Context: an optimization exercise on an open-source flow, tuned for small area and a short achievable clock period. The choices shown serve that exercise and are no tape-out recipe. RTL that was checked went through simulation tests only; none was proved equivalent to the original. Function not checked in runs 5 and 6: the RTL went through the layout flow alone. Power figures rest on the tool's default switching activity, not on a simulated workload.

[design/flow/design.v]
package ex_pkg;
	localparam int XLEN = 32;
	typedef logic [XLEN-1:0] word_t;
	typedef logic [4:0]      reg_addr_t;
	typedef logic [11:0]     csr_addr_t;
	typedef logic [6:0]      opcode_t;
	typedef logic [2:0]      funct3_t;
	localparam opcode_t OPC_OP     = 7'b0110011;
	localparam opcode_t OPC_OP_IMM = 7'b0010011;
	localparam opcode_t OPC_LOAD   = 7'b0000011;
	localparam opcode_t OPC_STORE  = 7'b0100011;
	localparam opcode_t OPC_BRANCH = 7'b1100011;
	localparam opcode_t OPC_JAL    = 7'b1101111;
	localparam opcode_t OPC_JALR   = 7'b1100111;
	localparam opcode_t OPC_LUI    = 7'b0110111;
	localparam opcode_t OPC_AUIPC  = 7'b0010111;
	localparam opcode_t OPC_SYSTEM = 7'b1110011;
	localparam funct3_t F3_ADD  = 3'b000;
	localparam funct3_t F3_SLL  = 3'b001;
	localparam funct3_t F3_SLT  = 3'b010;
	localparam funct3_t F3_SLTU = 3'b011;
	localparam funct3_t F3_XOR  = 3'b100;
	localparam funct3_t F3_SR   = 3'b101;  
	localparam funct3_t F3_OR   = 3'b110;
	localparam funct3_t F3_AND  = 3'b111;
	localparam funct3_t F3_BEQ  = 3'b000;
	localparam funct3_t F3_BNE  = 3'b001;
	localparam funct3_t F3_BLT  = 3'b100;
	localparam funct3_t F3_BGE  = 3'b101;
	localparam funct3_t F3_BLTU = 3'b110;
	localparam funct3_t F3_BGEU = 3'b111;
	localparam funct3_t F3_LB  = 3'b000;
	localparam funct3_t F3_LH  = 3'b001;
	localparam funct3_t F3_LW  = 3'b010;
	localparam funct3_t F3_LBU = 3'b100;
	localparam funct3_t F3_LHU = 3'b101;
	localparam funct3_t F3_SB = 3'b000;
	localparam funct3_t F3_SH = 3'b001;
	localparam funct3_t F3_SW = 3'b010;
	localparam funct3_t F3_CSRRW  = 3'b001;
	localparam funct3_t F3_CSRRS  = 3'b010;
	localparam funct3_t F3_CSRRC  = 3'b011;
	localparam funct3_t F3_CSRRWI = 3'b101;
	localparam funct3_t F3_CSRRSI = 3'b110;
	localparam funct3_t F3_CSRRCI = 3'b111;
	typedef union packed {
		struct packed {
			logic [6:0] funct7;
			reg_addr_t  rs2;
			reg_addr_t  rs1;
			funct3_t    funct3;
			reg_addr_t  rd;
			opcode_t    opcode;
		} r_fmt;
		struct packed {
			logic [11:0] imm12;
			reg_addr_t   rs1;  
			funct3_t     funct3;
			reg_addr_t   rd;
			opcode_t     opcode;
		} i_fmt;
		struct packed {
			logic [6:0] imm_hi;
			reg_addr_t  rs2;
			reg_addr_t  rs1;
			funct3_t    funct3;
			logic [4:0] imm_lo;
			opcode_t    opcode;
		} s_fmt;
	} rv_inst_u;
	typedef struct packed {
		rv_inst_u  inst;
		word_t     inst_addr;
		word_t     op1;
		word_t     op2;
		word_t     op1_jump;
		word_t     op2_jump;
		word_t     reg1_data;
		word_t     reg2_data;
		logic      reg_wr_en;
		reg_addr_t reg_wr_addr;
		logic      csr_wr_en;
		csr_addr_t csr_wr_addr;
		word_t     csr_data;  
	} ex_in_t;
	typedef struct packed {
		logic  req;
		logic  wr_en;
		word_t rd_addr;
		word_t wr_addr;
		word_t wdata;
	} mem_req_t;
	typedef struct packed {
		logic      reg_wr_en;
		reg_addr_t reg_wr_addr;
		word_t     reg_data;
		logic      csr_wr_en;
		csr_addr_t csr_wr_addr;
		word_t     csr_data;
	} wb_t;
	typedef struct packed {
		logic  flag;
		word_t addr;
	} jump_t;
endpackage
module ex_add #(
	parameter int ARCH = 1
) (
	input  logic [31:0] a_i,
	input  logic [31:0] b_i,
	input  logic        ci_i,
	output logic [31:0] s_o,
	output logic [31:0] p_o,
	output logic        co_o
);
	logic [31:0] g0, p0;
	logic [31:0] gl [0:9];
	logic [31:0] pl [0:9];
	logic [31:0] gc;  
	assign p0 = a_i ^ b_i;
	assign g0 = (a_i & b_i) | {31'd0, p0[0] & ci_i};
	always_comb begin
		for (int l = 0; l < 10; l++) begin
			gl[l] = '0;
			pl[l] = '0;
		end
		gl[0] = g0;
		pl[0] = p0;
		gc    = '0;
		if (ARCH == 0) begin
			for (int l = 0; l < 5; l++) begin
				gl[l+1] = gl[l];
				pl[l+1] = pl[l];
				for (int i = 0; i < 32; i++) begin
					if (i >= (1 << l)) begin
						gl[l+1][i] = gl[l][i] | (pl[l][i] & gl[l][i-(1<<l)]);
						pl[l+1][i] = pl[l][i] & pl[l][i-(1<<l)];
					end
				end
			end
			gc = gl[5];
		end else if (ARCH == 1) begin
			for (int l = 0; l < 5; l++) begin
				gl[l+1] = gl[l];
				pl[l+1] = pl[l];
				for (int i = 0; i < 32; i++) begin
					if (((i >> l) & 1) == 1) begin
						gl[l+1][i] = gl[l][i] | (pl[l][i] & gl[l][((i >> l) << l) - 1]);
						pl[l+1][i] = pl[l][i] & pl[l][((i >> l) << l) - 1];
					end
				end
			end
			gc = gl[5];
		end else begin
			for (int l = 0; l < 5; l++) begin
				gl[l+1] = gl[l];
				pl[l+1] = pl[l];
				for (int i = 0; i < 32; i++) begin
					if (((i + 1) % (2 << l)) == 0) begin
						gl[l+1][i] = gl[l][i] | (pl[l][i] & gl[l][i-(1<<l)]);
						pl[l+1][i] = pl[l][i] & pl[l][i-(1<<l)];
					end
				end
			end
			for (int k = 0; k < 4; k++) begin
				int l;
				l = 3 - k;
				gl[k+6] = gl[k+5];
				pl[k+6] = pl[k+5];
				for (int i = 0; i < 32; i++) begin
					if (i >= (2 << l) && ((i + 1) % (2 << l)) == (1 << l)) begin
						gl[k+6][i] = gl[k+5][i] | (pl[k+5][i] & gl[k+5][i-(1<<l)]);
						pl[k+6][i] = pl[k+5][i] & pl[k+5][i-(1<<l)];
					end
				end
			end
			gc = gl[9];
		end
	end
	assign s_o  = p0 ^ {gc[30:0], ci_i};
	assign p_o  = p0;
	assign co_o = gc[31];
endmodule
module ex_stage (
	input  logic        clk,
	input  logic        arst_n_i,
	input  logic [306:0] ex_in_flat_i,  
	input  logic [31:0] mem_rdata_i,
	input  logic        irq_i,
	input  logic [31:0] irq_addr_i,
	output logic [97:0] mem_flat_o,    
	output logic [82:0] wb_flat_o,     
	output logic [32:0] jump_flat_o    
);
	logic [31:0] inst, op1, op2, opj1, opj2, rs1, rs2, csrd;
	logic        rwe, cwe;
	logic [4:0]  rwa;
	logic [11:0] cwa;
	assign inst = ex_in_flat_i[306:275];
	assign op1  = ex_in_flat_i[242:211];
	assign op2  = ex_in_flat_i[210:179];
	assign opj1 = ex_in_flat_i[178:147];
	assign opj2 = ex_in_flat_i[146:115];
	assign rs1  = ex_in_flat_i[114:83];
	assign rs2  = ex_in_flat_i[82:51];
	assign rwe  = ex_in_flat_i[50];
	assign rwa  = ex_in_flat_i[49:45];
	assign cwe  = ex_in_flat_i[44];
	assign cwa  = ex_in_flat_i[43:32];
	assign csrd = ex_in_flat_i[31:0];
	logic [6:0] opc;
	logic [2:0] f3;
	assign opc = inst[6:0];
	assign f3  = inst[14:12];
	logic is_op_any, is_link, is_lui, is_load, is_store, is_branch, is_jump, is_system;
	assign is_op_any = (opc == ex_pkg::OPC_OP) || (opc == ex_pkg::OPC_OP_IMM);
	assign is_link   = (opc == ex_pkg::OPC_JAL) || (opc == ex_pkg::OPC_JALR) || (opc == ex_pkg::OPC_AUIPC);
	assign is_lui    = opc == ex_pkg::OPC_LUI;
	assign is_load   = opc == ex_pkg::OPC_LOAD;
	assign is_store  = opc == ex_pkg::OPC_STORE;
	assign is_branch = opc == ex_pkg::OPC_BRANCH;
	assign is_jump   = (opc == ex_pkg::OPC_JAL) || (opc == ex_pkg::OPC_JALR);
	assign is_system = opc == ex_pkg::OPC_SYSTEM;
	logic ld_ok, st_ok, csr_ok;
	assign ld_ok  = !(f3 == 3'd3 || f3 == 3'd6 || f3 == 3'd7);
	assign st_ok  = !f3[2] && !(f3[1] && f3[0]);
	assign csr_ok = f3[1:0] != 2'd0;
	localparam int ARCH_ALU = 1;
	localparam int ARCH_AT  = 1;
	localparam bit JGATE    = 1'b1;
	logic [31:0] sum, diff, add_p, sub_p;
	logic        add_co, sub_co;
	logic        ltu, lt, eq;
	ex_add #(.ARCH(ARCH_ALU)) u_add (
		.a_i  (op1),
		.b_i  (op2),
		.ci_i (1'b0),
		.s_o  (sum),
		.p_o  (add_p),
		.co_o (add_co)
	);
	ex_add #(.ARCH(ARCH_ALU)) u_sub (
		.a_i  (op1),
		.b_i  (~op2),
		.ci_i (1'b1),
		.s_o  (diff),
		.p_o  (sub_p),
		.co_o (sub_co)
	);
	assign ltu = !sub_co;
	assign lt  = ltu ^ op1[31] ^ op2[31];
	assign eq  = &sub_p;  
	logic [4:0]  sh;
	logic [31:0] sh_in, sh_out, sh_rev;
	logic        fill;
	assign sh   = inst[5] ? rs2[4:0] : inst[24:20];
	assign fill = inst[14] && inst[30] && rs1[31];
	always_comb begin
		for (int i = 0; i < 32; i++) sh_in[i] = inst[14] ? rs1[i] : rs1[31-i];
	end
	assign sh_out = 32'($signed({fill, sh_in}) >>> sh);
	always_comb begin
		for (int i = 0; i < 32; i++) sh_rev[i] = sh_out[31-i];
	end
	logic [11:0] imm;
	logic [31:0] at_a, at_b, at_sum, at_p, addr, target;
	logic        at_co;
	assign imm  = {inst[31:25], inst[5] ? inst[11:7] : inst[24:20]};
	assign at_a = inst[6] ? opj1 : rs1;
	assign at_b = inst[6] ? opj2 : {{20{imm[11]}}, imm};
	ex_add #(.ARCH(ARCH_AT)) u_at_add (
		.a_i  (at_a),
		.b_i  (at_b),
		.ci_i (1'b0),
		.s_o  (at_sum),
		.p_o  (at_p),
		.co_o (at_co)
	);
	assign addr   = at_sum;
	assign target = at_sum;
	logic [1:0] ld_lo, st_lo;
	assign ld_lo = rs1[1:0] + inst[21:20];
	assign st_lo = rs1[1:0] + inst[8:7];
	logic [3:0]  ld_b;
	logic        ld_byte_op, ld_half_op, ld_word_op;
	logic [3:0]  ld_s;
	logic        ld_t1, ld_t3, ld_bsign, ld_hsign, ld_fill8, ld_fill16;
	logic [31:0] ld_data;
	always_comb begin
		for (int k = 0; k < 4; k++) ld_b[k] = ld_lo == 2'(k);
	end
	assign ld_byte_op = f3[1:0] == 2'b00;
	assign ld_half_op = f3[1:0] == 2'b01;
	assign ld_word_op = f3 == 3'b010;
	assign ld_s[0]   = ld_word_op || (ld_byte_op && ld_b[0]) || (ld_half_op && !ld_lo[1]);
	assign ld_s[1]   = ld_byte_op && ld_b[1];
	assign ld_s[2]   = (ld_byte_op && ld_b[2]) || (ld_half_op && ld_lo[1]);
	assign ld_s[3]   = ld_byte_op && ld_b[3];
	assign ld_t1     = ld_word_op || (ld_half_op && !ld_lo[1]);
	assign ld_t3     = ld_half_op && ld_lo[1];
	assign ld_bsign  = (ld_b[0] && mem_rdata_i[7]) || (ld_b[1] && mem_rdata_i[15]) ||
	                   (ld_b[2] && mem_rdata_i[23]) || (ld_b[3] && mem_rdata_i[31]);
	assign ld_hsign  = ld_lo[1] ? mem_rdata_i[31] : mem_rdata_i[15];
	assign ld_fill8  = !f3[2] && ld_byte_op && ld_bsign;
	assign ld_fill16 = !f3[2] && ((ld_byte_op && ld_bsign) || (ld_half_op && ld_hsign));
	assign ld_data[7:0]   = ({8{ld_s[0]}} & mem_rdata_i[7:0]) | ({8{ld_s[1]}} & mem_rdata_i[15:8]) |
	                        ({8{ld_s[2]}} & mem_rdata_i[23:16]) | ({8{ld_s[3]}} & mem_rdata_i[31:24]);
	assign ld_data[15:8]  = ({8{ld_t1}} & mem_rdata_i[15:8]) | ({8{ld_t3}} & mem_rdata_i[31:24]) |
	                        {8{ld_fill8}};
	assign ld_data[31:16] = ({16{ld_word_op}} & mem_rdata_i[31:16]) | {16{ld_fill16}};
	logic       st_sb, st_sh, st_sw;
	logic [3:0] st_b;
	logic [3:0] st_own, st_b0, st_mem;
	logic       st_h3;
	logic [31:0] st_data;
	always_comb begin
		for (int k = 0; k < 4; k++) st_b[k] = st_lo == 2'(k);
	end
	assign st_sb = is_store && f3 == 3'd0;
	assign st_sh = is_store && f3 == 3'd1;
	assign st_sw = is_store && f3 == 3'd2;
	assign st_own[0] = st_sw || (st_sb && st_b[0]) || (st_sh && !st_lo[1]);
	assign st_own[1] = st_sw || (st_sh && !st_lo[1]);
	assign st_own[2] = st_sw;
	assign st_own[3] = st_sw;
	assign st_b0[0]  = 1'b0;
	assign st_b0[1]  = st_sb && st_b[1];
	assign st_b0[2]  = (st_sb && st_b[2]) || (st_sh && st_lo[1]);
	assign st_b0[3]  = st_sb && st_b[3];
	assign st_h3     = st_sh && st_lo[1];
	always_comb begin
		for (int k = 0; k < 4; k++) st_mem[k] = (st_sb && !st_b[k]) || (st_sh && (st_lo[1] != k[1]));
	end
	always_comb begin
		for (int k = 0; k < 4; k++) begin
			st_data[8*k +: 8] = ({8{st_own[k]}} & rs2[8*k +: 8]) | ({8{st_b0[k]}} & rs2[7:0]) |
			                    ({8{st_mem[k]}} & mem_rdata_i[8*k +: 8]);
		end
		st_data[31:24] = st_data[31:24] | ({8{st_h3}} & rs2[15:8]);
	end
	logic [31:0] csr_src, csr_w;
	assign csr_src = f3[2] ? {27'd0, inst[19:15]} : rs1;
	always_comb begin
		case (f3[1:0])
			2'd1:    csr_w = csr_src;
			2'd2:    csr_w = csrd | csr_src;
			2'd3:    csr_w = csrd & ~csr_src;
			default: csr_w = '0;
		endcase
	end
	logic        sel_add, sel_sub, sel_sll, sel_sr, sel_slt, sel_sltu;
	logic        sel_xor, sel_or, sel_and, sel_lui, sel_load, sel_csr;
	assign sel_add  = is_link || (is_op_any && f3 == 3'd0 && !(inst[5] && inst[30]));
	assign sel_sub  = is_op_any && f3 == 3'd0 && inst[5] && inst[30];
	assign sel_sll  = is_op_any && f3 == 3'd1;
	assign sel_slt  = is_op_any && f3 == 3'd2;
	assign sel_sltu = is_op_any && f3 == 3'd3;
	assign sel_xor  = is_op_any && f3 == 3'd4;
	assign sel_sr   = is_op_any && f3 == 3'd5;
	assign sel_or   = is_op_any && f3 == 3'd6;
	assign sel_and  = is_op_any && f3 == 3'd7;
	assign sel_lui  = is_lui;
	assign sel_load = is_load;
	assign sel_csr  = is_system && csr_ok;
	logic [31:0] reg_early, reg_data;
	assign reg_early = ({32{sel_xor}}  & (op1 ^ op2)) |
	                   ({32{sel_or}}   & (op1 | op2)) |
	                   ({32{sel_and}}  & (op1 & op2)) |
	                   ({32{sel_lui}}  & op1) |
	                   ({32{sel_load}} & ld_data) |
	                   ({32{sel_csr}}  & csrd);
	assign reg_data  = reg_early |
	                   ({32{sel_add}} & sum) |
	                   ({32{sel_sub}} & diff) |
	                   ({32{sel_sll}} & sh_rev) |
	                   ({32{sel_sr}}  & sh_out) |
	                   {31'd0, (sel_slt && lt) || (sel_sltu && ltu)};
	logic taken;
	always_comb begin
		case (f3)
			3'd0:    taken = eq;
			3'd1:    taken = !eq;
			3'd4:    taken = lt;
			3'd5:    taken = !lt;
			3'd6:    taken = ltu;
			3'd7:    taken = !ltu;
			default: taken = 1'b0;
		endcase
	end
	logic        jflag;
	logic [31:0] jaddr;
	assign jflag = irq_i || is_jump || (is_branch && taken);
	assign jaddr = irq_i ? irq_addr_i : ((JGATE || jflag) ? target : '0);
	logic req0, wen0;
	assign req0 = (is_load && ld_ok) || (is_store && st_ok);
	assign wen0 = is_store && st_ok;
	logic        q_req, q_wen, q_req0, q_wen0, q_sys, q_st, q_nst;
	logic [31:0] q_a, q_b;
	logic        q_rwe, q_cwe;
	logic [4:0]  q_rwa;
	logic [11:0] q_cwa;
	logic        q_jflag;
	logic [31:0] q_jaddr;
	always_ff @(posedge clk or negedge arst_n_i) begin
		if (!arst_n_i) begin
			q_req   <= 1'b0;
			q_wen   <= 1'b0;
			q_wen0  <= 1'b0;
			q_sys   <= 1'b0;
			q_st    <= 1'b0;
			q_req0  <= 1'b0;
			q_nst   <= 1'b0;
			q_a     <= '0;
			q_b     <= '0;
			q_rwe   <= 1'b0;
			q_rwa   <= '0;
			q_cwe   <= 1'b0;
			q_cwa   <= '0;
			q_jflag <= 1'b0;
			q_jaddr <= '0;
		end else begin
			q_req   <= req0 && !irq_i;
			q_wen   <= wen0 && !irq_i;
			q_wen0  <= wen0;
			q_sys   <= is_system;
			q_st    <= is_store;
			q_req0  <= req0;
			q_nst   <= !is_store;
			q_a     <= ({32{req0}} & addr) | ({32{is_system}} & csr_w);
			q_b     <= st_data | reg_data;
			q_rwe   <= rwe && !irq_i;
			q_rwa   <= rwa;
			q_cwe   <= cwe && !irq_i;
			q_cwa   <= cwa;
			q_jflag <= jflag;
			q_jaddr <= jaddr;
		end
	end
	assign mem_flat_o  = {q_req, q_wen, q_a & {32{q_req0}}, q_a & {32{q_wen0}}, q_b & {32{q_st}}};
	assign wb_flat_o   = {q_rwe, q_rwa, q_b & {32{q_nst}}, q_cwe, q_cwa, q_a & {32{q_sys}}};
	assign jump_flat_o = {q_jflag, JGATE ? (q_jaddr & {32{q_jflag}}) : q_jaddr};
endmodule
[design/flow/flow/run.sh]
#!/bin/bash
set -e
rm -rf scripts_mod
cp -r "$FLOW_HOME/scripts" scripts_mod
printf 'strash\ndch\nmap -D 1800\ntopo\nstime -c\nbuffer -c\nupsize -c\ndnsize -c\n' > scripts_mod/abc_area.script
export BUFFER_PORTS_ARGS="-buffer_cell sky130_fd_sc_hd__buf_1"
bash standard.sh SCRIPTS_DIR="$PWD/scripts_mod" ABC_AREA=1 ABC_CLOCK_PERIOD_IN_PS=1800 ADDER_MAP_FILE= finish > standard.log 2>&1
[design/flow/standard.sh]
#!/bin/bash
# synth_recipe.tcl (not shown) runs the flow's synth.tcl, then flattens the netlist and writes it again
# the make line also repeats each setting of config.mk as NAME=value (left out here)
make -C /OpenROAD-flow-scripts/flow DESIGN_CONFIG=/design/flow/config.mk WORK_HOME=/design/flow/orfs CLKGATE_MAP_FILE= SYNTH_SCRIPT=/design/flow/synth_recipe.tcl "${@:-finish}"
[design/flow/config.mk]
export PLATFORM = sky130hd
export DESIGN_NAME = ex_stage
export DESIGN_NICKNAME = ex_stage
export VERILOG_FILES = /design/flow/design.v
export SDC_FILE = /design/flow/constraint.sdc
export NUM_CORES = 4
export LEC_CHECK = 0
export CAP_MARGIN = 20
export CORE_MARGIN = 2
export CORE_UTILIZATION = 40
export SETUP_SLACK_MARGIN = 1.4
export SLEW_MARGIN = 20
[design/flow/constraint.sdc]
create_clock -name core_clock -period 5.0 [get_ports {clk}]
set_input_delay 1.0000 -clock core_clock [delete_from_list [all_inputs] [get_ports {clk}]]
set_output_delay 1.0000 -clock core_clock [all_outputs]
set_load 0.01 [all_outputs]
==> results of run 1 <==
-- worst paths after layout --
kind	startpoint	end	slack (ps)
setup / recovery	ex_in_flat_i[212]	q_jflag$_DFF_PN0_	1440
hold / removal	ex_in_flat_i[39]	q_cwa[7]$_DFF_PN0_	590
max in group asynchronous	arst_n_i	q_rwa[4]$_DFF_PN0_	3480
min in group asynchronous	arst_n_i	q_jaddr[4]$_DFF_PN0_	600
-- cells by family (layout without fill, tap and decap cells) --
family | after synthesis | count (layout)
fa+ha+maj | 2 | 2
other cells | 0 | 8
buf+inv | 565 | 1138
xor+xnor | 30 | 30
mux | 12 | 12
simple gates | 1240 | 1240
flops | 123 | 123
compound gates | 740 | 740
-- critical path: cells and delay by family --
family                 cells  cell delay [ps]
AOI/OAI and AO/OA          6             1380
and+or+nand+nor            9             1010
buffers and inverters      3              520
-- cell usage after synthesis (all sizes together), types with 20 or more instances --
cell type,n
nor3,67
buf,41
clkbuf,76
a22oi,27
inv,445
o21ai,310
a21oi,157
o221ai,21
a221oi,30
nor2,537
o2111ai,20
nand2,538
nand3,60
o22ai,34
dfrtp,123
a31oi,27
a211oi,22
-- stage by stage --
| step | hold WS (ps) | cell area (um2) | worst slack (ps) | util [%] | std cells |
|---|---|---|---|---|---|
| 4_1_cts | 575 | 18800 | 1400 | 49.8 | 3786 |
| 2_1_floorplan | 704 | 15300 | 1830 | - | 2712 |
| 3_3_place_gp | 1100 | 18200 | 698 | 48.3 | 3754 |
| 3_5_place_dp | 1100 | 18200 | 668 | 48.3 | 3754 |
| 5_1_grt | 584 | 19200 | 1380 | 50.9 | 3802 |
| 6_report | 595 | 19200 | 1440 | 50.9 | 3804 |
-- area by class of cell --
type	count	area [um2]	area share, %
antenna	8	20.0	0.104
clock buffer	18	429	2.24
clock inverter	14	114	0.594
inverter	448	1690	8.83
multi-input combinational	2024	10200	53.2
sequential	123	3080	16.1
tap	511	639	3.34
timing repair buffer	658	2990	15.6
-- what timing repair did --
item | in CTS | in global routing
pin swaps | 0 | 3
setup buffers | 0 | 8
setup endpoints to repair | 39 | 65
cloned | 0 | 2
hold endpoints to repair | 0 | 0
resized for setup | 13 | 73
-- routing by layer --
layer / track usage (%) / routed length [um] / vias to the layer above
met5: 0 / 54 / -
met4: 27.4 / 6280 / 8
met3: 10.8 / 10300 / 317
met2: 65.5 / 38400 / 1538
met1: 58.0 / 36300 / 10300
li1: - / - / 10100
-- power groups by stage --
stage,Clock [mW],Sequential [mW],Combinational (mW)
finish,1.22,1.07,1.63
global route,1.27,1.08,1.75
CTS,1.22,1.07,1.52
detailed placement,0,1.09,1.51
global placement,0,1.09,1.50
floorplan,0,1.08,0.913
-- state kept, by name (all words and copies together), names as in the netlist --
register / count
q_rwa: 5
q_jflag: 1
q_cwa: 12
q_b: 32
q_a: 32
q_nst: 1
q_wen: 1
q_st: 1
q_sys: 1
q_rwe: 1
q_req0: 1
q_jaddr: 32
q_req: 1
q_wen0: 1
q_cwe: 1
==> results by group, run 1 <==
Drt
  – Total number of vias: 22200
  – Average routed wire per standard cell: 24.0 um
  – Initial DRC Count: 3200
  – Antenna Violating Nets Remaining: 0
  – Routed Wire Length: 91.3 mm
  – Remaining DRCs: 0
  – First-pass DRT Iterations: 7
  – Via-to-Cell Ratio: about 6

Clocking
  – CTS tree: yes
  – Worst-path clk slew: 60 ps
  – CTS buffer count: 17
  – Root Buffer: clkbuf_16
  – CTS Hold Bufs: 0
  – CTS Sinks: around 120
  – H-tree lvl count: 4
  – Clock Tree Buf Depth: 2

Die
  – Die span in y: ~200 um
  – Die ar.: 39800 um2
  – Num ports: ~590
  – Core area: 37700 um2
  – Placement row count: 71
  – Initial Util: 40.6%
  – Die width: 199 um

Yosys
  – Register area share after synthesis: 20.1%
  – Synth Flop Type: dfrtp_1
  – Post-synthesis compound-gate area fraction: 29.7%
  – EDFF count, synth: 0
  – Cell variety after synth: 67
  – Top cells by area, synth: dfrtp_1 (20%), nand2_1 (13%), nor2_1 (13%)
  – Largest family of logic cells by synthesized area: simple AND/OR/NAND/NOR gates
  – Synth Area in Simple Gates: 32.7%
  – Synth top area share: 20.1%
  – Synthesized flop and latch total: 123
  – Largest area contributor in the netlist: dfrtp_1
  – Post-Synth Adder-Cell Area: 0.147%
  – Mapped Avg Cell Area: 5.64 um2
  – Syn Std Cell Area: 15300 um2
  – Synthesized Nets: between 3000 and 4000
  – Yosys warning total: 4
  – Post-synthesis mux area share: 0.786%
  – Ys async rst share: 100%
  – Syn Inst Count: between 2000 and 3000
  – Synth Area in XOR/XNOR: 1.77%

STA
  – Max_slew headroom: 22.0%
  – Worst slew pin tran: 1170 ps
  – Sum Neg Setup Slack: 0 ps
  – Final min period: 3560 ps
  – Fin. Hold Viols: 0
  – Slew Limit Fails: 0
  – # setup viols final: 0
  – Unrepaired setup endpoints after global routing: true
  – Fmax: 281 MHz
  – Tcrit/Tclk final: 71.2%

Power and ir drop
  – Switching Fraction: 44.6%
  – Internal power: between 2 and 2.5 mW
  – PD cells: 204 nW/um2
  – Flop pwr share: 27.4%
  – Sw Pwr: 1.75 mW
  – Clk pwr share: a little under a third
  – P_leak: 8.80 nW
  – Final Total Pwr: just under 4 mW
  – Maximum vdd drop: 0.251 mV
  – Combinational power share: 41.5%

Finish
  – # nets final: 3646
  – Filler Cell Count: 4060
  – Layout cells sized above 1: 8.22%
  – Commonest cells after routing, fill and taps aside: buf_1 (547), nand2_1 (527), nor2_1 (515), inv_1 (427), o21ai_0 (260)
  – Commonest non-fill, non-tap cell in the layout: buf_1
  – P&R area growth vs syn: 25.4%

Job
  – Max cap viols: 0

Global routing
  – Number of global-route vias before repair: about 20000
  – First-pass GRT wire length: 127 mm
  – Gr ovfl total: 0
  – Antenna violations before repair: 11
  – Maximum number of pins on one net before global-route repair: 85
  – All-Layer GR Usage: 44.3%

Worst setup path
  – Setup crit end kind: flip-flop
  – CP required: 5350 ps
  – CP Cell Sequence: buf_1 -> nand2_1 -> inv_1 -> nor2_2 -> o21ai_1 -> nand2_1 -> o21ai_1 -> a21oi_2 -> o21a_1 -> nor2_1 -> nor2_1 -> buf_4 -> o21ai_0 -> nand2_1 -> nand3_1 -> o2111ai_1 -> nand3_1 -> nand3_1
  – Critical Path Fanout Max: 6
  – Worst Path Arrival: 3900 ps
  – Crit path kind: input port to flip-flop
  – CP Launch Type: input port
  – Critical Path Max Stage Delay: 440 ps
  – CP max stage cell: o21ai_0

Place
  – Final RePlAce weighted congestion: ~1.1
  – Dpl hpwl: roughly 74 mm
  – Port-buffer cells: 555

Outcome
  – Outcome: finished clean

Worst hold path
  – Hold-critical path depth: 1
  – Worst hold path class: input port to flip-flop
==> run 2: changes to the inputs <==
--- a/design/flow/config.mk
+++ b/design/flow/config.mk
@@ -10,3 +10,3 @@
 export CORE_UTILIZATION = 40
-export SETUP_SLACK_MARGIN = 1.4
+export SETUP_SLACK_MARGIN = 1.5
 export SLEW_MARGIN = 20
==> results by group, run 2 <==
Outcome
  – Outcome: finished clean

STA
  – Slew Limit Fails: 0
  – # setup viols final: 0
  – Final min period: about 3500 ps
  – Sum Neg Setup Slack: 0 ps
  – Max_slew headroom: 26.5%
  – Fmax: 287 MHz
  – Fin. Hold Viols: 0
  – Unrepaired setup endpoints after global routing: true
  – Worst slew pin tran: 1100 ps
  – Tcrit/Tclk final: 69.7%
  – Worst Slack Setup Final: about 1500 ps

Clocking
  – Worst-path clk slew: 70 ps
  – CTS tree: yes
  – CTS Sinks: 123
  – CTS Hold Bufs: 0
  – Root Buffer: clkbuf_16
  – H-tree lvl count: 4
  – Clock Tree Buf Depth: 2
  – CTS buffer count: 17

Global routing
  – First-pass GRT wire length: 127 mm
  – Maximum number of pins on one net before global-route repair: 85
  – Antenna violations before repair: 10
  – Gr ovfl total: 0
  – All-Layer GR Usage: 44.3%
  – Number of global-route vias before repair: 19800

Job
  – Max cap viols: 0

Drt
  – Remaining DRCs: 0
  – Routed Wire Length: 91.1 mm
  – First-pass DRT Iterations: 8
  – Average routed wire per standard cell: 24.0 um
  – Antenna Violating Nets Remaining: 0
  – Via-to-Cell Ratio: between 5 and 6
  – Initial DRC Count: 3107
  – Total number of vias: 22300

Finish
  – Commonest cells after routing, fill and taps aside: buf_1 (541), nand2_1 (527), nor2_1 (510), inv_1 (424), o21ai_0 (255)
  – Filler Cell Count: 4039
  – Final cell area excluding filler cells: 19300 um2
  – Layout cells sized above 1: 9.16%
  – Largest regs: q_a: 32 flops, q_b: 32 flops, q_jaddr: 32 flops
  – P&R area growth vs syn: 26.2%
  – Commonest non-fill, non-tap cell in the layout: buf_1
  – # nets final: 3647
  – Final design utilization: 51.2%
  – Layout Cells excl Fill: 3804

Power and ir drop
  – Sw Pwr: 1.75 mW
  – Switching Fraction: 44.6%
  – P_leak: between 8 and 9 nW
  – Flop pwr share: 27.3%
  – Internal power: 2.18 mW
  – Maximum vdd drop: 0.261 mV
  – Combinational power share: 41.7%
  – Clk pwr share: 31.0%
  – PD cells: 204 nW/um2

Worst setup path
  – CP required: 5380 ps
  – CP Launch Type: input port
  – Worst Path Arrival: 3870 ps
  – Crit path kind: input port to flip-flop
  – Critical Path Fanout Max: 9
  – Setup crit end kind: flip-flop

Yosys
  – Synth top area share: 20.1%
  – Ys async rst share: 100%
  – Synth top cells by count: nand2_1 (531), nor2_1 (523), inv_1 (432)
  – Syn Inst Count: 2712
  – Cell variety after synth: 67
  – Syn Std Cell Area: 15300 um2
  – Largest area contributor in the netlist: dfrtp_1
  – Yosys warning total: 4
  – Synthesized flop and latch total: between 100 and 150
  – Register area share after synthesis: 20.1%
  – Synth Flop Type: dfrtp_1
  – Top cells by area, synth: dfrtp_1 (20%), nand2_1 (13%), nor2_1 (13%)
  – Synthesized Nets: 3086
  – EDFF count, synth: 0
  – Most frequent cell after synthesis: nand2_1
  – Mapped Avg Cell Area: approximately 5.6 um2

Place
  – Final RePlAce weighted congestion: 1.08
  – Port-buffer cells: 555
  – Dpl hpwl: 74.4 mm
  – Post-placement cell count: 3754
  – Pre-CTS WS: 668 ps
  – Placed Area: ~18000 um2

Worst hold path
  – Worst hold path class: input port to asynchronous set/reset pin

Die
  – Die span in y: 199 um
  – Core area: 37700 um2
  – Die width: roughly 200 um
  – Placement row count: a little over 70
  – Num ports: 588
  – Die ar.: 39800 um2
  – Initial Util: between 40 and 50%
run 2: repair_timing:
action | in CTS | in global routing
setup buffers | 4 | 5
cloned | 0 | 2
pin swaps | 0 | 7
endpoints found under the setup margin | 61 | 67
gates resized for setup | 25 | 106
run 2: layer usage:
metal,track usage (%),vias to the layer above,wire [um]
li1,-,10100,-
met1,57.9,10300,35800
met2,65.7,1579,38300
met3,10.9,313,10600
met4,27.1,8,6440
met5,0,-,54
run 2: how the worst max path moves through the flow:
stage / from / cells after the start / endpoint
3_5_place_dp: ex_in_flat_i[281] / 19 / q_a[30]$_DFF_PN0_
6_report: ex_in_flat_i[51] / 13 / q_b[31]$_DFF_PN0_
2_1_floorplan: ex_in_flat_i[280] / 16 / q_a[25]$_DFF_PN0_
5_1_grt: ex_in_flat_i[186] / 19 / q_b[23]$_DFF_PN0_
4_1_cts: ex_in_flat_i[288] / 13 / q_b[24]$_DFF_PN0_
3_3_place_gp: ex_in_flat_i[83] / 16 / q_b[28]$_DFF_PN0_
run 2: stage by stage:
stage                     hold slack, ps  power, mW
after floorplan                      704       2.00
after global placement              1100       2.59
final                                597       3.93
after detailed placement            1100       2.60
after global routing                 585       4.11
after CTS                            575       3.82
run 2: layout make-up:
type / count / area [um2] / share of cell area [%]
timing repair buffer: 659 / 3020 / 15.6
sequential: 123 / 3080 / 16.0
tap: 511 / 639 / 3.31
inverter: 448 / 1700 / 8.83
clock inverter: 14 / 114 / 0.590
multi-input combinational: 2024 / 10300 / 53.4
antenna: 7 / 17.5 / 0.0908
clock buffer: 18 / 429 / 2.22
run 2: power groups by stage:
stage | registers (mW) | clock network, mW | logic [mW]
5_1_grt | 1.08 | 1.27 | 1.76
6_report | 1.07 | 1.22 | 1.64
2_1_floorplan | 1.08 | 0 | 0.913
3_5_place_dp | 1.09 | 0 | 1.51
4_1_cts | 1.07 | 1.22 | 1.53
3_3_place_gp | 1.09 | 0 | 1.50
run 2: logic make-up (layout without fill, tap and decap cells):
kind of cell             after synthesis  in the layout  share of synthesized area [%]
other                                  0              7                              0
AO/OA/AOI/OAI                        740            740                           29.7
adder cells (fa/ha/maj)                2              2                          0.147
flip-flops                           123            123                           20.1
AND/OR/NAND/NOR                     1240           1240                           32.7
buffers and inverters                565           1139                           14.7
multiplexers                          12             12                          0.786
XOR/XNOR                              30             30                           1.77
run 2: critical path, stage by stage:
cell	delay [ps]
buf_1	200
inv_1	180
o21ai_2	210
inv_1	220
o21ai_0	270
nor2_1	80
o21ai_0	210
o21ai_0	170
o21ai_0	530
nor2_1	80
nor3_1	430
buf_4	200
o211ai_1	80
==> run 3: changes to the inputs <==
--- a/design/flow/config.mk
+++ b/design/flow/config.mk
@@ -9,3 +9,3 @@
 export CORE_MARGIN = 2
-export CORE_UTILIZATION = 40
+export CORE_UTILIZATION = 50
 export SETUP_SLACK_MARGIN = 1.5
==> results by group, run 3 <==
Power and ir drop
  – Maximum vdd drop: 0.237 mV
  – P_leak: between 8 and 9 nW
  – Internal power: 2.28 mW
  – Final Total Pwr: 4.03 mW
  – Combinational power share: 41.1%
  – Sw Pwr: 1.75 mW
  – Flop pwr share: 26.6%
  – Switching Fraction: 43.4%
  – Clk pwr share: around a third
  – PD cells: 209 nW/um2

Place
  – Final RePlAce weighted congestion: 1.10
  – Dpl hpwl: 67.4 mm
  – Port-buffer cells: 555

Clocking
  – Worst-path clk slew: 60 ps
  – Root Buffer: clkbuf_16
  – Clock Tree Buf Depth: 2
  – CTS tree: yes
  – CTS buffer count: 17
  – H-tree lvl count: 4
  – CTS Sinks: 123
  – CTS Hold Bufs: 0

Die
  – Die width: 179 um
  – Initial Util: around half
  – Core area: between 30000 and 40000 um2
  – Num ports: just under 600
  – Die span in y: 179 um
  – Die ar.: 32000 um2
  – Placement row count: 64

Finish
  – P&R area growth vs syn: 25.9%
  – Layout cells sized above 1: 9.34%
  – Commonest cells after routing, fill and taps aside: buf_1 (544), nand2_1 (527), nor2_1 (508), inv_1 (419), o21ai_0 (247)
  – Commonest non-fill, non-tap cell in the layout: buf_1
  – Filler Cell Count: 2850
  – Largest regs: q_a: 32 flops, q_b: 32 flops, q_jaddr: 32 flops
  – # nets final: 3649

Yosys
  – Register area share after synthesis: 20.1%
  – Cell variety after synth: 67
  – Syn Std Cell Area: 15300 um2
  – Synthesized flop and latch total: about 120
  – Synth top cells by count: nand2_1 (531), nor2_1 (523), inv_1 (432)
  – Syn Inst Count: between 2000 and 3000
  – EDFF count, synth: 0
  – Synthesized Nets: around 3000
  – Most frequent cell after synthesis: nand2_1
  – Yosys warning total: 4
  – Ys async rst share: 100%
  – Mapped Avg Cell Area: 5.64 um2
  – Synth top area share: 20.1%
  – Top cells by area, synth: dfrtp_1 (20%), nand2_1 (13%), nor2_1 (13%)
  – Largest area contributor in the netlist: dfrtp_1
  – Synth Flop Type: dfrtp_1

Global routing
  – All-Layer GR Usage: 51.0%
  – First-pass GRT wire length: 120 mm
  – Maximum number of pins on one net before global-route repair: 124
  – Gr ovfl total: 0
  – Antenna violations before repair: 8
  – Number of global-route vias before repair: between 15000 and 20000

Drt
  – Via-to-Cell Ratio: 6.23
  – Total number of vias: 23000
  – Average routed wire per standard cell: 23.4 um
  – Initial DRC Count: between 3000 and 4000
  – First-pass DRT Iterations: 10
  – Antenna Violating Nets Remaining: 0
  – Remaining DRCs: 0
  – Routed Wire Length: 86.3 mm

STA
  – Final min period: approximately 3500 ps
  – Tcrit/Tclk final: 69.4%
  – Max_slew headroom: 25.2%
  – Slew Limit Fails: 0
  – Fmax: 288 MHz
  – Worst slew pin tran: 1110 ps
  – # setup viols final: 0
  – Fin. Hold Viols: 0
  – Fin Hold WS: 654 ps
  – Unrepaired setup endpoints after global routing: true
  – Sum Neg Setup Slack: 0 ps

Worst setup path
  – CP dominant cell by count: nor2_1
  – CP max stage cell: a221oi_2
  – Crit path kind: input port to flip-flop
  – Setup crit end kind: flip-flop
  – Critical Path Max Stage Delay: a little under 300 ps
  – Critical Path Fanout Max: 8
  – CP required: roughly 5300 ps
  – CP Launch Type: input port
  – CP Cell Sequence: buf_1 -> inv_1 -> nor2_2 -> nor2_1 -> inv_2 -> nor2_1 -> nand2_1 -> o31ai_1 -> a31oi_1 -> a21oi_4 -> inv_1 -> o21ai_1 -> nand2_2 -> inv_2 -> nor2_1 -> o21ai_0 -> a221oi_2 -> buf_4 -> o211ai_1
  – Worst path depth: 19
  – Buf+Inv Stages, Crit Path: 6
  – Worst Path Arrival: 3780 ps
  – Cell family with most CP delay: compound AO/OA/AOI/OAI gates

Job
  – Max cap viols: 0

Outcome
  – Outcome: finished clean

Worst hold path
  – Worst hold path class: input port to flip-flop
  – Hold-critical path depth: 1
run 3: power groups by stage:
stage / Sequential [mW] / Combinational [mW] / Clock [mW]
2_1_floorplan: 1.08 / 0.913 / 0
3_3_place_gp: 1.08 / 1.46 / 0
3_5_place_dp: 1.09 / 1.48 / 0
4_1_cts: 1.07 / 1.50 / 1.29
5_1_grt: 1.07 / 1.76 / 1.34
6_report: 1.07 / 1.65 / 1.30
run 3: worst paths after layout:
path                             startpoint            endpoint  slack [ps]
hold / removal             ex_in_flat_i[49]  q_rwa[4]$_DFF_PN0_         650
max in group asynchronous          arst_n_i    q_a[2]$_DFF_PN0_        3730
min in group asynchronous          arst_n_i  q_cwa[3]$_DFF_PN0_         660
setup / recovery           ex_in_flat_i[83]   q_b[27]$_DFF_PN0_        1530
run 3: logic make-up after synthesis:
group	Yosys count	share of synthesized area [%]
compound gates	740	29.7
flops	123	20.1
simple gates	1240	32.7
fa+ha+maj	2	0.147
xor+xnor	30	1.77
mux	12	0.786
buf+inv	565	14.7
run 3: final cells by class:
class	instances	area (um2)	area share, %
diodes	8	20.0	0.104
clock buffers	18	429	2.23
inverters	448	1700	8.82
repair inverters	1	7.51	0.0390
multi-input cells	2025	10300	53.8
flip-flops and latches	123	3080	16.0
repair buffers	659	3030	15.7
clock inverters	13	144	0.748
well taps	396	495	2.58
run 3: repair_timing:
action | CTS | global route
buffers inserted | 0 | 15
cloned | 0 | 5
gates resized for setup | 24 | 121
pin swaps | 0 | 9
endpoints found under the setup margin | 53 | 72
run 3: metal layers:
layer,vias up,track usage (%),part of all wire (%)
li1,10000,-,-
met1,10400,64.5,36
met2,2106,73.8,41
met3,433,16.6,16
met4,2,33.9,7.8
met5,-,0,0.015
run 3: metrics by stage:
stage	setup WS [ps]	util (%)	area, um2	cells
floorplan	1830	-	15300	2712
global placement	737	59.3	18000	3631
detailed placement	690	59.3	18000	3631
CTS	1500	61.4	18600	3662
global route	1440	63.4	19200	3687
finish	1530	63.4	19200	3691
==> run 4: changes to the inputs <==
--- a/design/flow/design.v
+++ b/design/flow/design.v
@@ -227,4 +227,4 @@
 	assign csr_ok = f3[1:0] != 2'd0;
-	localparam int ARCH_ALU = 1;
-	localparam int ARCH_AT  = 1;
+	localparam int ARCH_ALU = 2;
+	localparam int ARCH_AT  = 2;
 	localparam bit JGATE    = 1'b1;
--- a/design/flow/config.mk
+++ b/design/flow/config.mk
@@ -9,3 +9,3 @@
 export CORE_MARGIN = 2
-export CORE_UTILIZATION = 50
+export CORE_UTILIZATION = 40
 export SETUP_SLACK_MARGIN = 1.5
==> results by group, run 4 <==
Global routing
  – All-Layer GR Usage: between 40% and 50%
  – Maximum number of pins on one net before global-route repair: 76
  – Antenna violations before repair: 9
  – Number of global-route vias before repair: 19200
  – First-pass GRT wire length: about 120 mm
  – Gr ovfl total: 0

Finish
  – P&R area growth vs syn: 28.3%
  – Largest regs: q_a: 32 flops, q_b: 32 flops, q_jaddr: 32 flops
  – Commonest non-fill, non-tap cell in the layout: buf_1
  – Filler Cell Count: 4008
  – # nets final: 3566
  – Commonest cells after routing, fill and taps aside: buf_1 (548), nor2_1 (519), nand2_1 (503), inv_1 (375), o21ai_0 (234)
  – Final cell area excluding filler cells: 19000 um2
  – Layout cells sized above 1: 8.42%

Power and ir drop
  – P_leak: 8.49 nW
  – Maximum vdd drop: 0.250 mV
  – PD cells: 211 nW/um2
  – Final Total Pwr: between 4 and 5 mW

Die
  – Num ports: 588
  – Die ar.: 38700 um2
  – Initial Util: just over 40%
  – Die span in y: 197 um
  – Die width: 197 um
  – Core area: 36600 um2
  – Placement row count: 70

Yosys
  – Synthesized flop and latch total: 123
  – Yosys warning total: 4
  – Cell variety after synth: 63
  – Synthesized Nets: 2993
  – Mapped Avg Cell Area: 5.67 um2
  – Synth Flop Type: dfrtp_1
  – Register area share after synthesis: approximately a fifth
  – Ys async rst share: 100%
  – Largest area contributor in the netlist: dfrtp_1
  – Syn Inst Count: 2619
  – Most frequent cell after synthesis: nor2_1
  – Top cells by area, synth: dfrtp_1 (21%), nor2_1 (14%), nand2_1 (13%)
  – Syn Std Cell Area: 14800 um2
  – Synth top area share: 20.7%
  – Synth top cells by count: nor2_1 (534), nand2_1 (506), inv_1 (384)
  – EDFF count, synth: 0

Clocking
  – CTS Sinks: 123
  – CTS buffer count: 17
  – Clock Tree Buf Depth: 2
  – Worst-path clk slew: 70 ps
  – CTS tree: yes
  – H-tree lvl count: 4
  – Root Buffer: clkbuf_16

Drt
  – Total number of vias: between 20000 and 25000
  – First-pass DRT Iterations: 7
  – Initial DRC Count: 2669
  – Via-to-Cell Ratio: approximately 5.9
  – Antenna Violating Nets Remaining: 0
  – Remaining DRCs: 0
  – Routed Wire Length: between 80 and 90 mm
  – Average routed wire per standard cell: 23.9 um

STA
  – Slew Limit Fails: 0
  – Sum Neg Setup Slack: 0 ps
  – Fin. Hold Viols: 0
  – Tcrit/Tclk final: 70.7%
  – Unrepaired setup endpoints after global routing: true
  – Final min period: 3530 ps
  – Worst slew pin tran: 1100 ps
  – Fmax: between 200 and 300 MHz
  – Max_slew headroom: 26.3%
  – # setup viols final: 0

Worst setup path
  – CP Cell Sequence: clkbuf_4 -> inv_1 -> o21ai_4 -> clkinvlp_4 -> a21oi_2 -> nor2_1 -> a31oi_2 -> nand2_1 -> nand2_1 -> o21ai_0 -> o21ai_0 -> o2111ai_1
  – Crit path kind: input port to flip-flop
  – Critical Path Max Stage Delay: 790 ps
  – Setup crit end kind: flip-flop
  – CP Launch Type: input port
  – CP max stage cell: o21ai_0
  – Worst Path Arrival: 3820 ps
  – Critical Path Fanout Max: 5
  – CP required: 5290 ps

Worst hold path
  – Hold-critical path depth: 1
  – Worst hold path class: input port to flip-flop

Job
  – Max cap viols: 0

Place
  – Placed Area: 17700 um2
  – Dpl hpwl: 71.1 mm
  – Port-buffer cells: 555
  – Final RePlAce weighted congestion: approximately 1.1

Outcome
  – Outcome: finished clean
## run 4: cell count changes in the layout (fill, tap and decap cells not counted), moves of 12 or more
cell,change
a31oi_1,-12
inv_1,-44
nand2_1,-24
nand3_1,+15
nor2_2,-13
o21ai_0,-13
## run 4: layer usage
layer / share of wire, % / vias up / global-route usage [%]
met1: 40 / 10100 / 57.9
met4: 5.1 / 2 / 22.0
met5: 0.015 / - / 0
li1: - / 9820 / -
met3: 13 / 223 / 10.9
met2: 42 / 1554 / 63.9
## run 4: path summary, 6_finish.rpt
kind / startpoint / endpoint / slack (ps)
min in group asynchronous: arst_n_i / q_jaddr[19]$_DFF_PN0_ / 690
max in group asynchronous: arst_n_i / q_b[4]$_DFF_PN0_ / 3430
worst max-delay path: ex_in_flat_i[51] / q_b[13]$_DFF_PN0_ / 1470
worst min-delay path: ex_in_flat_i[39] / q_cwa[7]$_DFF_PN0_ / 630
## run 4: cells by family (layout without fill, tap and decap cells)
| group | after synthesis | in the layout | share of synthesized area [%] |
|---|---|---|---|
| AO/OA/AOI/OAI | 696 | 696 | 28.4 |
| other | 0 | 10 | 0 |
| buffers and inverters | 505 | 1091 | 13.5 |
| XOR/XNOR | 46 | 46 | 2.82 |
| flip-flops | 123 | 123 | 20.7 |
| adder cells (fa/ha/maj) | 2 | 2 | 0.135 |
| multiplexers | 12 | 12 | 0.809 |
| AND/OR/NAND/NOR | 1235 | 1235 | 33.6 |
## run 4: what timing repair did
action                                  CTS  global route
hold buffers                              0             0
gates resized for setup                  32           115
endpoints found under the setup margin   42            55
pin swaps                                 0            22
setup buffers                             0            15
cloned                                    1             6
## run 4: area by class of cell
class	instances	area, um2	share of cell area, %
sequential	123	3080	16.2
inverter	397	1520	7.98
multi-input combinational	1991	10200	53.3
clock buffer	19	433	2.27
timing repair buffer	658	3050	16.0
tap	468	586	3.08
clock inverter	13	165	0.867
antenna	10	25.0	0.131
timing repair inverter	4	31.3	0.164
## run 4: report_power, final
| part | leakage (nW) | switching (mW) | internal [mW] |
|---|---|---|---|
| sequential | 1.60 | 0.0176 | 1.05 |
| clock | 0.280 | 0.562 | 0.786 |
| combinational | 6.61 | 1.12 | 0.473 |
## run 4: worst max-delay path: cells and delay by family
kind            cells  cell delay, ps
compound gates      6            1970
buf+inv             3             610
simple gates        3             230
## run 4: metrics by stage
stage	hold slack, ps	util (%)	setup WS (ps)	instances
global placement	1100	48.3	554	3616
detailed placement	1100	48.3	582	3616
CTS	618	50.2	1360	3649
global route	625	52.0	1450	3681
finish	633	52.0	1470	3683
floorplan	704	-	1780	2619
==> run 5: changes to the inputs <==
--- a/design/flow/design.v
+++ b/design/flow/design.v
@@ -227,5 +227,4 @@
 	assign csr_ok = f3[1:0] != 2'd0;
-	localparam int ARCH_ALU = 2;
-	localparam int ARCH_AT  = 2;
-	localparam bit JGATE    = 1'b1;
+	localparam int ARCH_ALU = 1;
+	localparam int ARCH_AT  = 1;
 	logic [31:0] sum, diff, add_p, sub_p;
@@ -392,3 +391,3 @@
 	assign jflag = irq_i || is_jump || (is_branch && taken);
-	assign jaddr = irq_i ? irq_addr_i : ((JGATE || jflag) ? target : '0);
+	assign jaddr = irq_i ? irq_addr_i : target;  
 	logic req0, wen0;
@@ -396,47 +395,45 @@
 	assign wen0 = is_store && st_ok;
-	logic        q_req, q_wen, q_req0, q_wen0, q_sys, q_st, q_nst;
-	logic [31:0] q_a, q_b;
-	logic        q_rwe, q_cwe;
+	logic        q_req, q_wen, q_rwe, q_cwe;
 	logic [4:0]  q_rwa;
 	logic [11:0] q_cwa;
-	logic        q_jflag;
-	logic [31:0] q_jaddr;
+	logic        qn_req0, qn_wen0, qn_sys, qn_st, qn_nst, qn_jflag;
+	logic [31:0] qn_a, qn_b, qn_j;
 	always_ff @(posedge clk or negedge arst_n_i) begin
 		if (!arst_n_i) begin
-			q_req   <= 1'b0;
-			q_wen   <= 1'b0;
-			q_wen0  <= 1'b0;
-			q_sys   <= 1'b0;
-			q_st    <= 1'b0;
-			q_req0  <= 1'b0;
-			q_nst   <= 1'b0;
-			q_a     <= '0;
-			q_b     <= '0;
-			q_rwe   <= 1'b0;
-			q_rwa   <= '0;
-			q_cwe   <= 1'b0;
-			q_cwa   <= '0;
-			q_jflag <= 1'b0;
-			q_jaddr <= '0;
+			q_req    <= 1'b0;
+			q_wen    <= 1'b0;
+			q_rwe    <= 1'b0;
+			q_rwa    <= '0;
+			q_cwe    <= 1'b0;
+			q_cwa    <= '0;
+			qn_req0  <= 1'b1;
+			qn_wen0  <= 1'b1;
+			qn_sys   <= 1'b1;
+			qn_st    <= 1'b1;
+			qn_nst   <= 1'b1;
+			qn_jflag <= 1'b1;
+			qn_a     <= '1;
+			qn_b     <= '1;
+			qn_j     <= '1;
 		end else begin
-			q_req   <= req0 && !irq_i;
-			q_wen   <= wen0 && !irq_i;
-			q_wen0  <= wen0;
-			q_sys   <= is_system;
-			q_st    <= is_store;
-			q_req0  <= req0;
-			q_nst   <= !is_store;
-			q_a     <= ({32{req0}} & addr) | ({32{is_system}} & csr_w);
-			q_b     <= st_data | reg_data;
-			q_rwe   <= rwe && !irq_i;
-			q_rwa   <= rwa;
-			q_cwe   <= cwe && !irq_i;
-			q_cwa   <= cwa;
-			q_jflag <= jflag;
-			q_jaddr <= jaddr;
+			q_req    <= req0 && !irq_i;
+			q_wen    <= wen0 && !irq_i;
+			q_rwe    <= rwe && !irq_i;
+			q_rwa    <= rwa;
+			q_cwe    <= cwe && !irq_i;
+			q_cwa    <= cwa;
+			qn_req0  <= !req0;
+			qn_wen0  <= !wen0;
+			qn_sys   <= !is_system;
+			qn_st    <= !is_store;
+			qn_nst   <= is_store;
+			qn_jflag <= !jflag;
+			qn_a     <= ~(({32{req0}} & addr) | ({32{is_system}} & csr_w));
+			qn_b     <= ~(st_data | reg_data);
+			qn_j     <= ~jaddr;
 		end
 	end
-	assign mem_flat_o  = {q_req, q_wen, q_a & {32{q_req0}}, q_a & {32{q_wen0}}, q_b & {32{q_st}}};
-	assign wb_flat_o   = {q_rwe, q_rwa, q_b & {32{q_nst}}, q_cwe, q_cwa, q_a & {32{q_sys}}};
-	assign jump_flat_o = {q_jflag, JGATE ? (q_jaddr & {32{q_jflag}}) : q_jaddr};
+	assign mem_flat_o  = {q_req, q_wen, ~(qn_a | {32{qn_req0}}), ~(qn_a | {32{qn_wen0}}), ~(qn_b | {32{qn_st}})};
+	assign wb_flat_o   = {q_rwe, q_rwa, ~(qn_b | {32{qn_nst}}), q_cwe, q_cwa, ~(qn_a | {32{qn_sys}})};
+	assign jump_flat_o = {!qn_jflag, ~(qn_j | {32{qn_jflag}})};
 endmodule
==> design/flow/flow/run.sh (replaced) <==
#!/bin/bash
set -e
rm -rf scripts_mod
cp -r "$FLOW_HOME/scripts" scripts_mod
printf 'strash\ndch\nmap -a\ntopo\nstime -c\nbuffer -c\nupsize -c\ndnsize -c\n' > scripts_mod/abc_area.script
export BUFFER_PORTS_ARGS="-buffer_cell sky130_fd_sc_hd__buf_1"
bash standard.sh SCRIPTS_DIR="$PWD/scripts_mod" ABC_AREA=1 ABC_CLOCK_PERIOD_IN_PS=3000 ADDER_MAP_FILE= finish > standard.log 2>&1
==> results by group, run 5 <==
Outcome
  – Outcome: finished clean

Clocking
  – Clock Tree Buf Depth: 2
  – CTS Sinks: 123
  – CTS buffer count: 17
  – Worst-path clk slew: 60 ps
  – H-tree lvl count: 4
  – Root Buffer: clkbuf_16
  – CTS tree: yes

Finish
  – Layout cells sized above 1: ~20%
  – P&R area growth vs syn: 38.7%
  – # nets final: 3556
  – Largest regs: qn_a: 32 flops, qn_b: 32 flops, qn_j: 32 flops
  – Commonest non-fill, non-tap cell in the layout: nor2_1
  – Filler Cell Count: 3711
  – Commonest cells after routing, fill and taps aside: nor2_1 (546), buf_1 (532), nand2_1 (390), inv_1 (304), a21oi_1 (193)

Place
  – Final RePlAce weighted congestion: 1.09
  – Dpl hpwl: 75.7 mm
  – Port-buffer cells: around 560

Yosys
  – EDFF count, synth: 0
  – Ys async rst share: 100%
  – Mapped Avg Cell Area: 5.91 um2
  – Largest area contributor in the netlist: dfstp_2
  – Synthesized flop and latch total: 123
  – Synth top area share: 17.9%
  – Synth Flop Type: dfstp_2
  – Cell variety after synth: around 70
  – Most frequent cell after synthesis: nor2_1
  – Syn Inst Count: 2525
  – Synthesized Nets: approximately 2900
  – Synth top cells by count: nor2_1 (586), nand2_1 (408), inv_1 (336)
  – Top cells by area, synth: dfstp_2 (18%), nor2_1 (15%), nand2_1 (10%)
  – Syn Std Cell Area: ~15000 um2
  – Yosys warning total: 4
  – Register area share after synthesis: 21.5%

Die
  – Placement row count: 70
  – Die width: 197 um
  – Core area: 36700 um2
  – Num ports: 588
  – Initial Util: between 40% and 50%
  – Die span in y: 197 um
  – Die ar.: about 40000 um2

Drt
  – Routed Wire Length: 94.0 mm
  – Initial DRC Count: 2598
  – Antenna Violating Nets Remaining: 0
  – Via-to-Cell Ratio: 6.01
  – Average routed wire per standard cell: 25.6 um
  – First-pass DRT Iterations: 7
  – Total number of vias: 22100
  – Remaining DRCs: 0

Worst setup path
  – CP Cell Sequence: buf_8 -> inv_4 -> nor2_4 -> nor2_4 -> a21oi_4 -> a21oi_2 -> nor2_1 -> a21oi_2 -> a21oi_2 -> nor2_1 -> nor2_2 -> o21ai_4 -> o21ai_4 -> inv_4 -> o21ai_4 -> inv_2 -> o21ai_4 -> inv_2 -> o21ai_2 -> nor2_1 -> a211oi_2 -> a2111oi_4 -> buf_4
  – Worst Path Arrival: 3920 ps
  – CP dominant cell by count: o21ai_4
  – Critical Path Fanout Max: 4
  – Crit path kind: input port to flip-flop
  – CP required: 5380 ps
  – Cell family with most CP delay: compound AO/OA/AOI/OAI gates
  – Critical Path Max Stage Delay: ~290 ps
  – Buf+Inv Stages, Crit Path: 6
  – Setup crit end kind: flip-flop
  – CP Launch Type: input port
  – CP max stage cell: a211oi_2

Global routing
  – Gr ovfl total: 0
  – Antenna violations before repair: 13
  – All-Layer GR Usage: 46.4%
  – Number of global-route vias before repair: 20500
  – Maximum number of pins on one net before global-route repair: 79
  – First-pass GRT wire length: 132 mm

STA
  – Fin Hold WS: 649 ps
  – Worst slew pin tran: around 1000 ps
  – # setup viols final: 0
  – Final min period: 3540 ps
  – Unrepaired setup endpoints after global routing: true
  – Slew Limit Fails: 0
  – Tcrit/Tclk final: between 70 and 80%
  – Max_slew headroom: 33.4%
  – Fin. Hold Viols: 0
  – Fmax: between 200 and 300 MHz
  – Sum Neg Setup Slack: 0 ps

Job
  – Max cap viols: 0

Worst hold path
  – Worst hold path class: input port to flip-flop

Power and ir drop
  – Maximum vdd drop: 0.244 mV
  – PD cells: 215 nW/um2
  – P_leak: 8.92 nW
run 5: cell types whose count changed in the layout (fill, tap and decap cells not counted), moves of 30 or more:
| cell | before | now |
|---|---|---|
| dfstp_2 | 0 | 102 |
| nor3_1 | 60 | 30 |
| nand3_1 | 72 | 38 |
| buf_4 | 90 | 173 |
| o21ai_0 | 234 | 164 |
| a21oi_1 | 142 | 193 |
| inv_1 | 375 | 304 |
| mux2i_1 | 12 | 43 |
| nand2_1 | 503 | 390 |
| dfrtp_1 | 123 | 21 |
run 5: kinds of logic after synthesis:
kind of cell	count (synthesis)	share of synthesized area (%)
compound gates	717	29.5
xor+xnor	50	2.98
buf+inv	467	12.4
mux	43	2.88
fa+ha+maj	2	0.151
flops	123	21.5
simple gates	1123	30.5
run 5: repair_timing:
| action | CTS | global route |
|---|---|---|
| gates cloned | 4 | 3 |
| setup buffers | 23 | 52 |
| resized for setup | 151 | 237 |
| setup endpoints to repair | 68 | 64 |
| pin swaps | 37 | 80 |
| hold buffers | 0 | 0 |
run 5: metrics by stage:
| stage | area [um2] | power, mW | worst slack (ps) | utilization, % | instances |
|---|---|---|---|---|---|
| after global routing | 20700 | 4.63 | 1340 | 56.4 | 3666 |
| after CTS | 19500 | 4.23 | 1440 | 53.1 | 3608 |
| after global placement | 18000 | 2.67 | 9.92 | 49.1 | 3549 |
| after floorplan | 14900 | 2.05 | 1520 | - | 2525 |
| after detailed placement | 18000 | 2.69 | 312 | 49.1 | 3549 |
| final | 20700 | 4.46 | 1460 | 56.4 | 3672 |
run 5: layer usage:
| metal | global-route usage [%] | wire [um] |
|---|---|---|
| met3 | 13.3 | 10900 |
| met5 | 0 | 56 |
| met4 | 31.8 | 7900 |
| met2 | 73.9 | 41300 |
| met1 | 54.1 | 33800 |
run 5: worst paths after layout:
| kind | start | to | slack [ps] | cells past startpoint |
|---|---|---|---|---|
| max in group asynchronous | arst_n_i | qn_wen0$_DFF_PN1_ | 3440 | 2 |
| setup / recovery | ex_in_flat_i[180] | qn_b[31]$_DFF_PN1_ | 1460 | 23 |
| min in group asynchronous | arst_n_i | q_cwa[0]$_DFF_PN0_ | 700 | 1 |
| hold / removal | ex_in_flat_i[34] | q_cwa[2]$_DFF_PN0_ | 650 | 1 |
run 5: area by class of cell:
cell class	instances	area [um2]	share of cell area, %
well taps	468	586	2.83
clock inverters	13	214	1.03
inverters	356	1410	6.78
flip-flops and latches	123	3210	15.5
clock buffers	19	433	2.09
multi-input cells	1935	11000	52.9
repair inverters	1	7.51	0.0362
diodes	9	22.5	0.109
repair buffers	748	3870	18.7
run 5: power by group:
part / total, mW / switching, mW / internal, mW / leakage [nW]
Sequential: 1.14 / 0.0324 / 1.11 / 1.32
Combinational: 1.87 / 1.26 / 0.614 / 7.28
Clock: 1.44 / 0.549 / 0.889 / 0.308
==> run 6: changes to the inputs <==
--- a/design/flow/config.mk
+++ b/design/flow/config.mk
@@ -12 +12,2 @@
 export SLEW_MARGIN = 20
+export TNS_END_PERCENT = 10
==> results by group, run 6 <==
Die
  – Die span in y: 197 um
  – Initial Util: about 41%
  – Placement row count: 70
  – Die width: 197 um
  – Core area: 36700 um2
  – Die ar.: roughly 39000 um2
  – Num ports: between 500 and 600

Clocking
  – CTS Hold Bufs: 0
  – CTS tree: yes
  – H-tree lvl count: 4
  – CTS buffer count: 17
  – Worst-path clk slew: about 60 ps
  – Clock Tree Buf Depth: 2
  – Root Buffer: clkbuf_16
  – CTS Sinks: 123

Power and ir drop
  – P_leak: 8.69 nW
  – Switching Fraction: about two fifths
  – Combinational power share: a little over 40%
  – Flop pwr share: around a quarter
  – Internal power: 2.57 mW
  – PD cells: 217 nW/um2
  – Maximum vdd drop: 0.246 mV
  – Clk pwr share: 33.0%
  – Final Total Pwr: 4.38 mW
  – Sw Pwr: 1.80 mW

Drt
  – Via-to-Cell Ratio: between 5 and 6
  – Initial DRC Count: 2485
  – Remaining DRCs: 0
  – Total number of vias: 21800
  – Average routed wire per standard cell: 25.5 um
  – First-pass DRT Iterations: 8
  – Antenna Violating Nets Remaining: 0
  – Routed Wire Length: between 90 and 100 mm

Global routing
  – Maximum number of pins on one net before global-route repair: 79
  – Gr ovfl total: 0
  – Number of global-route vias before repair: between 20000 and 25000
  – Antenna violations before repair: 13
  – All-Layer GR Usage: 46.4%
  – First-pass GRT wire length: 132 mm

STA
  – Fmax: 275 MHz
  – Sum Neg Setup Slack: 0 ps
  – Unrepaired setup endpoints after global routing: true
  – Worst Slack Setup Final: between 1000 and 1500 ps
  – Max_slew headroom: 31.4%
  – Slew Limit Fails: 0
  – # setup viols final: 0
  – Fin. Hold Viols: 0
  – Worst slew pin tran: 1030 ps
  – Fin Hold WS: 647 ps
  – Final min period: around 3600 ps
  – Tcrit/Tclk final: 72.6%

Yosys
  – Ys async rst share: 100%
  – Largest area contributor in the netlist: dfstp_2
  – Synth top area share: between 10% and 20%
  – Register area share after synthesis: 21.5%
  – Cell variety after synth: 71
  – Top cells by area, synth: dfstp_2 (18%), nor2_1 (15%), nand2_1 (10%)
  – Synthesized Nets: between 2000 and 3000
  – Mapped Avg Cell Area: 5.91 um2
  – Yosys warning total: 4
  – Synth Flop Type: dfstp_2
  – Syn Inst Count: 2525
  – Syn Std Cell Area: approximately 15000 um2
  – Most frequent cell after synthesis: nor2_1
  – Synth top cells by count: nor2_1 (586), nand2_1 (408), inv_1 (336)
  – Synthesized flop and latch total: 123
  – EDFF count, synth: 0

Worst hold path
  – Worst Hold Endpoint: q_cwa[2]$_DFF_PN0_
  – Worst hold path class: input port to flip-flop
  – Hold Crit Start: ex_in_flat_i[34]
  – Hold-critical path depth: 1

Worst setup path
  – Setup crit end kind: flip-flop
  – CP Launch Type: input port
  – Worst Path Arrival: 3980 ps
  – CP required: 5350 ps
  – Crit path kind: input port to flip-flop
  – Critical Path Fanout Max: 8

Place
  – Placed Area: 18000 um2
  – Dpl hpwl: 75.7 mm
  – Port-buffer cells: 555
  – Final RePlAce weighted congestion: 1.09
  – Pre-CTS WS: 312 ps

Finish
  – Largest regs: qn_a: 32 flops, qn_b: 32 flops, qn_j: 32 flops
  – # nets final: about 3500
  – Filler Cell Count: 3761
  – Layout cells sized above 1: 16.9%
  – Final cell area excluding filler cells: 20100 um2
  – Commonest cells after routing, fill and taps aside: nor2_1 (551), buf_1 (535), nand2_1 (399), inv_1 (308), a21oi_1 (203)
  – Commonest non-fill, non-tap cell in the layout: nor2_1
  – P&R area growth vs syn: 34.8%

Job
  – Max cap viols: 0

Outcome
  – Outcome: finished clean
-- run 6: cell counts after synthesis --
No cell type changed its count.
-- run 6: what timing repair did --
action                                  4_1_cts  5_1_grt
cloned                                        4        1
resized for setup                           131      150
pin swaps                                    32       52
endpoints found under the hold margin         0        0
setup buffers                                23       28
endpoints found under the setup margin       68       63
-- run 6: critical path, cell delays in order --
cell and delay (ps):
buf_2 150, buf_8 160, a21oi_4 150, nand2_1 80, o21ai_2 80, inv_2 60, nor2_2 90, o21ai_2 80
maj3_2 350, maj3_2 340, nor4b_4 140, nor2_4 140, inv_2 60, nand3_2 80, nand2_4 110, buf_4 190
a311oi_1 340, xor2_1 240, a21oi_1 120
-- run 6: power by group through the flow --
stage               registers (mW)  logic [mW]  clock network (mW)
floorplan                     1.14       0.902                   0
global placement              1.15        1.52                   0
detailed placement            1.16        1.53                   0
CTS                           1.14        1.64                1.44
global route                  1.15        1.91                1.49
finish                        1.14        1.79                1.44
-- run 6: how the worst max path moves through the flow --
stage,start,end,slack [ps]
after global routing,ex_in_flat_i[281],qn_a[31]$_DFF_PN1_,1230
after global placement,ex_in_flat_i[289],qn_b[24]$_DFF_PN1_,10
after floorplan,ex_in_flat_i[281],qn_j[31]$_DFF_PN1_,1520
after detailed placement,ex_in_flat_i[289],qn_b[24]$_DFF_PN1_,310
final,ex_in_flat_i[280],qn_a[30]$_DFF_PN1_,1370
after CTS,ex_in_flat_i[280],qn_b[28]$_DFF_PN1_,1400
-- run 6: cells by family (layout without fill, tap and decap cells) --
group	count (synthesis)	after routing	synth area share, %
adders and majority gates	2	2	0.151
other	0	9	0
and+or+nand+nor	1123	1123	30.5
AOI/OAI and AO/OA	717	717	29.5
muxes	43	43	2.88
buffers and inverters	467	1111	12.4
DFF	123	123	21.5
xor gates and xnor gates	50	50	2.98
-- run 6: per-stage QoR --
step | cells | utilization (%)
2_1_floorplan | 2525 | -
3_3_place_gp | 3549 | 49.1
3_5_place_dp | 3549 | 49.1
4_1_cts | 3608 | 52.9
5_1_grt | 3640 | 54.8
6_report | 3646 | 54.9
-- run 6: final cells by class --
cell class / count / area [um2] / area share (%)
timing repair buffer: 722 / 3620 / 18.0
sequential: 123 / 3210 / 15.9
tap: 468 / 586 / 2.91
inverter: 356 / 1390 / 6.90
multi-input combinational: 1935 / 10700 / 52.9
antenna: 9 / 22.5 / 0.112
clock buffer: 19 / 433 / 2.15
clock inverter: 13 / 214 / 1.06
timing repair inverter: 1 / 7.51 / 0.0373
-- run 6: metal layers --
metal  GRT usage [%]  vias to the layer above  share of wire, %
met4            31.8                       14               8.1
li1                -                     9710                 -
met5               0                        -             0.096
met2            73.6                     1562                44
met3            13.5                      402                12
met1            54.0                    10200                36

==> port drivers added, routing unchanged <==
In the flow no input, the clock included, has a driving cell. The finished layouts below were timed again as built, in two steps.
Step 1 sets driving cells, clkbuf_16 on the clock port and buf_2 on the other inputs (assumed; they add their load-dependent delay and slew).
Step 2 also shifts input and output timing later by t, the mid clock arrival at the registers, as if the neighbouring blocks saw the same clock.
a / b / c = ideal / step 1 / step 2; a / b = the first two.
run | shift t [ns] | setup WS [ns] | clock arrival spread, ns | slew at the worst register clock pin (ns) | cell pins on the clock port's net
run 1 | 0.557 | 1.441 / 1.411 / 0.903 | 0.015 / 0.015 | 0.07 / 0.07 | 1
run 2 | 0.552 | 1.513 / 1.517 / 0.965 | 0.015 / 0.015 | 0.07 / 0.07 | 1
run 3 | 0.506 | 1.528 / 1.488 / 0.982 | 0.026 / 0.027 | 0.08 / 0.08 | 1
run 4 | 0.516 | 1.466 / 1.488 / 0.972 | 0.015 / 0.015 | 0.07 / 0.07 | 1
run 5 | 0.508 | 1.455 / 1.454 / 0.945 | 0.015 / 0.015 | 0.07 / 0.07 | 1
run 6 | 0.510 | 1.369 / 1.373 / 0.862 | 0.015 / 0.015 | 0.07 / 0.07 | 1
After both steps setup and hold are still met in every run listed. For run 2, which loses most, drivers alone change the setup slack by +0.004 ns; drivers and shift together by -0.548 ns.
